This is an optimization exercise on Yosys and OpenROAD, whose aim is a short achievable clock period and few clock cycles, not a production implementation. Only simulation tests tie the RTL to the original design; equivalence was not proved. Power is estimated from default activity; no workload was simulated.

run R:
==> flow/design.v <==
`timescale 1ns/1ns
package cpuPkg;
    typedef enum logic [5:0] {
        OP_RTYPE = 6'h00,
        OP_J     = 6'h02,
        OP_BEQ   = 6'h04,
        OP_ADDI  = 6'h08,
        OP_LW    = 6'h23,
        OP_SW    = 6'h2b
    } opcode_e;
    typedef enum logic [5:0] {
        FN_ADD = 6'h20,
        FN_SUB = 6'h22,
        FN_AND = 6'h24,
        FN_OR  = 6'h25,
        FN_SLT = 6'h2a
    } funct_e;
    typedef enum logic [2:0] {
        ALU_ADD,
        ALU_SUB,
        ALU_AND,
        ALU_OR,
        ALU_SLT
    } aluOp_e;
    typedef struct packed {
        opcode_e                opcode;
        logic [5-1:0] rs;
        logic [5-1:0] rt;
        logic [5-1:0] rd;
        logic [4:0]             shamt;
        funct_e                 funct;
    } rType_s;
    typedef struct packed {
        opcode_e                opcode;
        logic [5-1:0] rs;
        logic [5-1:0] rt;
        logic [15:0]            imm;
    } iType_s;
    typedef union packed {
        rType_s r;
        iType_s i;
    } instrWord_u;
    typedef struct packed {
        logic [32-1:0] pcPlus4;
        instrWord_u word;
    } ifId_s;
    typedef struct packed {
        aluOp_e aluOp;
        logic   useImm;
        logic   branch;
    } exCtrl_s;
    typedef struct packed {
        logic memRead;
        logic memWrite;
    } memCtrl_s;
    typedef struct packed {
        logic regWrite;
        logic memToReg;
    } wbCtrl_s;
    typedef struct packed {
        exCtrl_s                ex;
        memCtrl_s               mem;
        wbCtrl_s                wb;
        logic [5-1:0] rs;
        logic [5-1:0] rt;
        logic [5-1:0] dest;
        logic [32-1:0]       opA;
        logic [32-1:0]       opB;
        logic [32-1:0]       imm;
        logic [32-1:0]       branchTarget;
    } idEx_s;
    typedef struct packed {
        memCtrl_s               mem;
        wbCtrl_s                wb;
        logic [32-1:0]       aluResult;
        logic [32-1:0]       storeData;
        logic [5-1:0] dest;
    } exMem_s;
    typedef struct packed {
        wbCtrl_s                wb;
        logic [32-1:0]       aluResult;
        logic [32-1:0]       loadData;
        logic [5-1:0] dest;
    } memWb_s;
    typedef struct packed {
        logic                   en;
        logic [5-1:0] idx;
        logic [32-1:0]       data;
    } regWrite_s;
    typedef struct packed {
        logic             take;
        logic [32-1:0] target;
    } redirect_s;
    typedef enum logic [1:0] {
        FWD_REG   = 2'b00,
        FWD_MEMWB = 2'b01,
        FWD_EXMEM = 2'b10
    } fwdSel_e;
    typedef struct packed {
        logic             wr;
        logic             rd;
        logic [32-1:0] addr;
        logic [32-1:0] wdata;
    } perBus_s;
endpackage
`timescale 1ns/1ns
module pipelineCpu
(
    input  logic             clk,
    input  logic             reset,
    input  logic [32-1:0] instr,
    input  logic [32-1:0] perRdData,
    output logic [32-1:0] pc,
    output logic             perWr,
    output logic             perRd,
    output logic [32-1:0] perAddr,
    output logic [32-1:0] perWdata
);
    logic        fdValid;
    logic [31:0] fdWord;
    logic [31:0] fdPc4;
    logic        deValid;
    logic        deRegWrite, deMemRead, deMemWrite, deBranch, deUseImm;
    logic [2:0]  deAluOp;       
    logic [4:0]  deDest;
    logic [31:0] deOpA, deOpB, deImm, deTarget;
    logic        deFwdAM, deFwdAW, deFwdBM, deFwdBW;
    logic        emRegWrite, emMemRead, emMemWrite;
    logic [4:0]  emDest;
    logic [31:0] emAlu, emStore;
    logic        emPerRd, emPerWr;
    logic        mwRegWrite;
    logic [4:0]  mwDest;
    logic [31:0] mwData;
    logic [31:0] regs [32];
    logic [31:0] dmem [64];
    logic        exTake;         
    logic [31:0] exTarget;
    logic        dTake;          
    logic [31:0] dTarget;
    logic        stall;          
    logic [31:0] pc4;
    logic        fJump;
    assign pc4   = pc + 32'd4;
    assign fJump = instr[31:26] == 6'h02;
    always_ff @(posedge clk or negedge reset) begin
        if (!reset) begin
            pc <= 32'h0000_0000;
        end else if (exTake) begin
            pc <= exTarget;
        end else if (dTake) begin
            pc <= dTarget;
        end else if (!stall) begin
            pc <= fJump ? {pc4[31:28], instr[25:0], 2'b00} : pc4;
        end
    end
    always_ff @(posedge clk or negedge reset) begin
        if (!reset) begin
            fdValid <= 1'b0;
        end else if (exTake || dTake) begin
            fdValid <= 1'b0;
        end else if (!stall) begin
            fdValid <= !fJump;
        end
    end
    always_ff @(posedge clk) begin
        if (!stall) begin
            fdWord <= instr;
            fdPc4  <= pc4;
        end
    end
    logic [5:0]  dOp, dFn;
    logic [4:0]  dRs, dRt, dRd;
    logic [31:0] dImm;
    logic        dRtype, dAlu, dAddi, dLw, dSw, dBeq;
    logic        dUseRs, dUseRt;
    logic        dRegWrite;
    logic [4:0]  dDest;
    logic [2:0]  dAluOp;
    logic [31:0] dOpA, dOpB;
    assign dOp  = fdWord[31:26];
    assign dFn  = fdWord[5:0];
    assign dRs  = fdWord[25:21];
    assign dRt  = fdWord[20:16];
    assign dRd  = fdWord[15:11];
    assign dImm = {{16{fdWord[15]}}, fdWord[15:0]};
    assign dRtype = dOp == 6'h00;
    assign dAlu   = dRtype && (dFn == 6'h20 || dFn == 6'h22 || dFn == 6'h24 ||
                               dFn == 6'h25 || dFn == 6'h2a);
    assign dAddi  = dOp == 6'h08;
    assign dLw    = dOp == 6'h23;
    assign dSw    = dOp == 6'h2b;
    assign dBeq   = dOp == 6'h04;
    assign dUseRs = dAlu || dAddi || dLw || dSw || (dBeq && dRs != dRt);
    assign dUseRt = dAlu || dSw || (dBeq && dRs != dRt);
    assign dRegWrite = (dAlu && dRd != 5'd0) || ((dAddi || dLw) && dRt != 5'd0);
    assign dDest     = dAlu ? dRd : dRt;
    always_comb begin
        case (dFn[3:0])
            4'h2:    dAluOp = 3'd1;
            4'h4:    dAluOp = 3'd2;
            4'h5:    dAluOp = 3'd3;
            4'ha:    dAluOp = 3'd4;
            default: dAluOp = 3'd0;
        endcase
        if (!dAlu) dAluOp = 3'd0;
    end
    assign dTake   = fdValid && dBeq && dRs == dRt && !exTake;
    assign dTarget = fdPc4 + {dImm[29:0], 2'b00};
    assign stall = fdValid && deValid && deMemRead && deRegWrite &&
                   ((dUseRs && deDest == dRs) || (dUseRt && deDest == dRt)) && !exTake;
    always_comb begin
        if (mwRegWrite && mwDest == dRs) dOpA = mwData;
        else dOpA = regs[dRs];
        if (dRs == 5'd0) dOpA = '0;
        if (mwRegWrite && mwDest == dRt) dOpB = mwData;
        else dOpB = regs[dRt];
        if (dRt == 5'd0) dOpB = '0;
    end
    always_ff @(posedge clk) begin
        if (mwRegWrite) regs[mwDest] <= mwData;
    end
    always_ff @(posedge clk or negedge reset) begin
        if (!reset) begin
            deValid    <= 1'b0;
            deRegWrite <= 1'b0;
            deMemRead  <= 1'b0;
            deMemWrite <= 1'b0;
            deBranch   <= 1'b0;
        end else begin
            deValid    <= fdValid && !stall && !exTake;
            deRegWrite <= dRegWrite;
            deMemRead  <= dLw;
            deMemWrite <= dSw;
            deBranch   <= dBeq && dRs != dRt;
        end
    end
    always_ff @(posedge clk) begin
        deUseImm <= dAddi || dLw || dSw;
        deAluOp  <= dAluOp;
        deDest   <= dDest;
        deOpA    <= dOpA;
        deOpB    <= dOpB;
        deImm    <= dImm;
        deTarget <= dTarget;
        deFwdAM  <= deValid && deRegWrite && deDest == dRs;
        deFwdBM  <= deValid && deRegWrite && deDest == dRt;
        deFwdAW  <= emRegWrite && emDest == dRs;
        deFwdBW  <= emRegWrite && emDest == dRt;
    end
    logic [31:0] srcA, srcB, aluB, aluRes, sum, diff;
    logic        lt;
    always_comb begin
        if (deFwdAM)      srcA = emAlu;
        else if (deFwdAW) srcA = mwData;
        else              srcA = deOpA;
        if (deFwdBM)      srcB = emAlu;
        else if (deFwdBW) srcB = mwData;
        else              srcB = deOpB;
    end
    assign aluB = deUseImm ? deImm : srcB;
    assign sum  = srcA + aluB;
    assign diff = srcA - srcB;
    assign lt   = (srcA[31] != srcB[31]) ? srcA[31] : diff[31];
    always_comb begin
        case (deAluOp)
            3'd1:    aluRes = diff;
            3'd2:    aluRes = srcA & srcB;
            3'd3:    aluRes = srcA | srcB;
            3'd4:    aluRes = {31'd0, lt};
            default: aluRes = sum;
        endcase
    end
    assign exTake   = deValid && deBranch && srcA == srcB;
    assign exTarget = deTarget;
    always_ff @(posedge clk or negedge reset) begin
        if (!reset) begin
            emRegWrite <= 1'b0;
            emMemRead  <= 1'b0;
            emMemWrite <= 1'b0;
            emPerRd    <= 1'b0;
            emPerWr    <= 1'b0;
        end else begin
            emRegWrite <= deValid && deRegWrite;
            emMemRead  <= deValid && deMemRead;
            emMemWrite <= deValid && deMemWrite;
            emPerRd    <= deValid && deMemRead && sum[30];
            emPerWr    <= deValid && deMemWrite && sum[30];
        end
    end
    always_ff @(posedge clk) begin
        emDest  <= deDest;
        emAlu   <= aluRes;
        emStore <= srcB;
    end
    logic [5:0]  mIdx;
    logic [31:0] mLoad;
    assign mIdx = emAlu[7:2];
    always_ff @(posedge clk) begin
        if (emMemWrite && !emPerWr) dmem[mIdx] <= emStore;
    end
    assign mLoad = emPerRd ? perRdData : dmem[mIdx];
    assign perWr    = emPerWr;
    assign perRd    = emPerRd;
    assign perAddr  = emAlu;
    assign perWdata = emStore;
    always_ff @(posedge clk or negedge reset) begin
        if (!reset) begin
            mwRegWrite <= 1'b0;
        end else begin
            mwRegWrite <= emRegWrite;
        end
    end
    always_ff @(posedge clk) begin
        mwDest <= emDest;
        mwData <= emMemRead ? mLoad : emAlu;
    end
endmodule
Settings: LEC_CHECK=0, CAP_MARGIN=20, CORE_MARGIN=2, CORE_UTILIZATION=40, PLACE_DENSITY=0.6, SLEW_MARGIN=20; clock period 7.5 ns.
run.sh (not shown) runs the stock make flow with config.mk's settings and CLKGATE_MAP_FILE= SYNTH_SCRIPT=/design/flow/synth_recipe.tcl, a recipe that flattens the netlist after the stock synthesis.
Looking at the reports, run R completed the entire flow and the layout it produced met the timing, DRC and antenna checks.
Testbench counts of run R, summed over its fixed seeds: cycles 32,116.
What run M does differently from run R at the input level:
# run R
export LEC_CHECK = 0
export CAP_MARGIN = 20
export CORE_MARGIN = 2
export CORE_UTILIZATION = 40
export PLACE_DENSITY = 0.6
export SLEW_MARGIN = 20
create_clock -name core_clock -period 7.5 [get_ports {clk}]
# run M
export LEC_CHECK = 0
export ABC_CLOCK_PERIOD_IN_PS = 2500
export CAP_MARGIN = 20
export CORE_MARGIN = 2
export CORE_UTILIZATION = 40
export PLACE_DENSITY = 0.6
export SETUP_SLACK_MARGIN = 4.5
export SLEW_MARGIN = 20
export TNS_END_PERCENT = 100
create_clock -name core_clock -period 7.5 [get_ports {clk}]
### Flow results
- Run M went all the way through the flow, and no timing, DRC or antenna check failed.
- Relative to run R, fraction of power consumed by the clock network decreased by 3.5 points in run M.
- From run R to run M the numbers moved as follows: final worst hold slack went up by 0.0038 ns, die area has remained practically unchanged, clock period minus worst slack shows a reduction of 1.01 ns, final design area excluding fillers shows an increase of 9.3%, wire length of the first global-routing pass now sits higher.
- Min routed wire length across run M and run R: run R
- Run R reports its cell type of the slowest stage on the worst timing path as dfxtp_2 while run M reports or4_4.
- Sort run M and run R by global-route usage, ascending, and run R comes first.

-- what the ideal ports hide --
Ports are ideal in the flow. The routed layouts listed here were re-timed in OpenROAD. Step 1 (the two cells are an assumption about what drives the block):
set clk [get_ports {clk}]
set_driving_cell -lib_cell sky130_fd_sc_hd__clkbuf_16 $clk
set_driving_cell -lib_cell sky130_fd_sc_hd__buf_2 [delete_from_list [all_inputs] $clk]
Step 2 adds t to the input delays and takes it off the output delays; t is the mean of the earliest and latest rising clock arrival at the registers after step 1. Input paths then give back, and output paths get back, about the clock's delay inside the block. Slacks: ideal ports / drivers / drivers and shift; pairs: ideal ports / drivers.
run	shift t [ns]	setup WS [ns]	hold slack, ns	worst register clock-pin slew, ns
run R	1.055	1.822 / 1.822 / 1.822	0.373 / 0.373 / 0.373	0.07 / 0.07
run M	1.071	2.833 / 2.833 / 2.539	0.377 / 0.377 / 0.377	0.07 / 0.07
After both steps every run listed still meets setup and hold. The setup slack of run M, which loses most, moves by 0.000 ns with the drivers and by -0.294 ns with both steps.
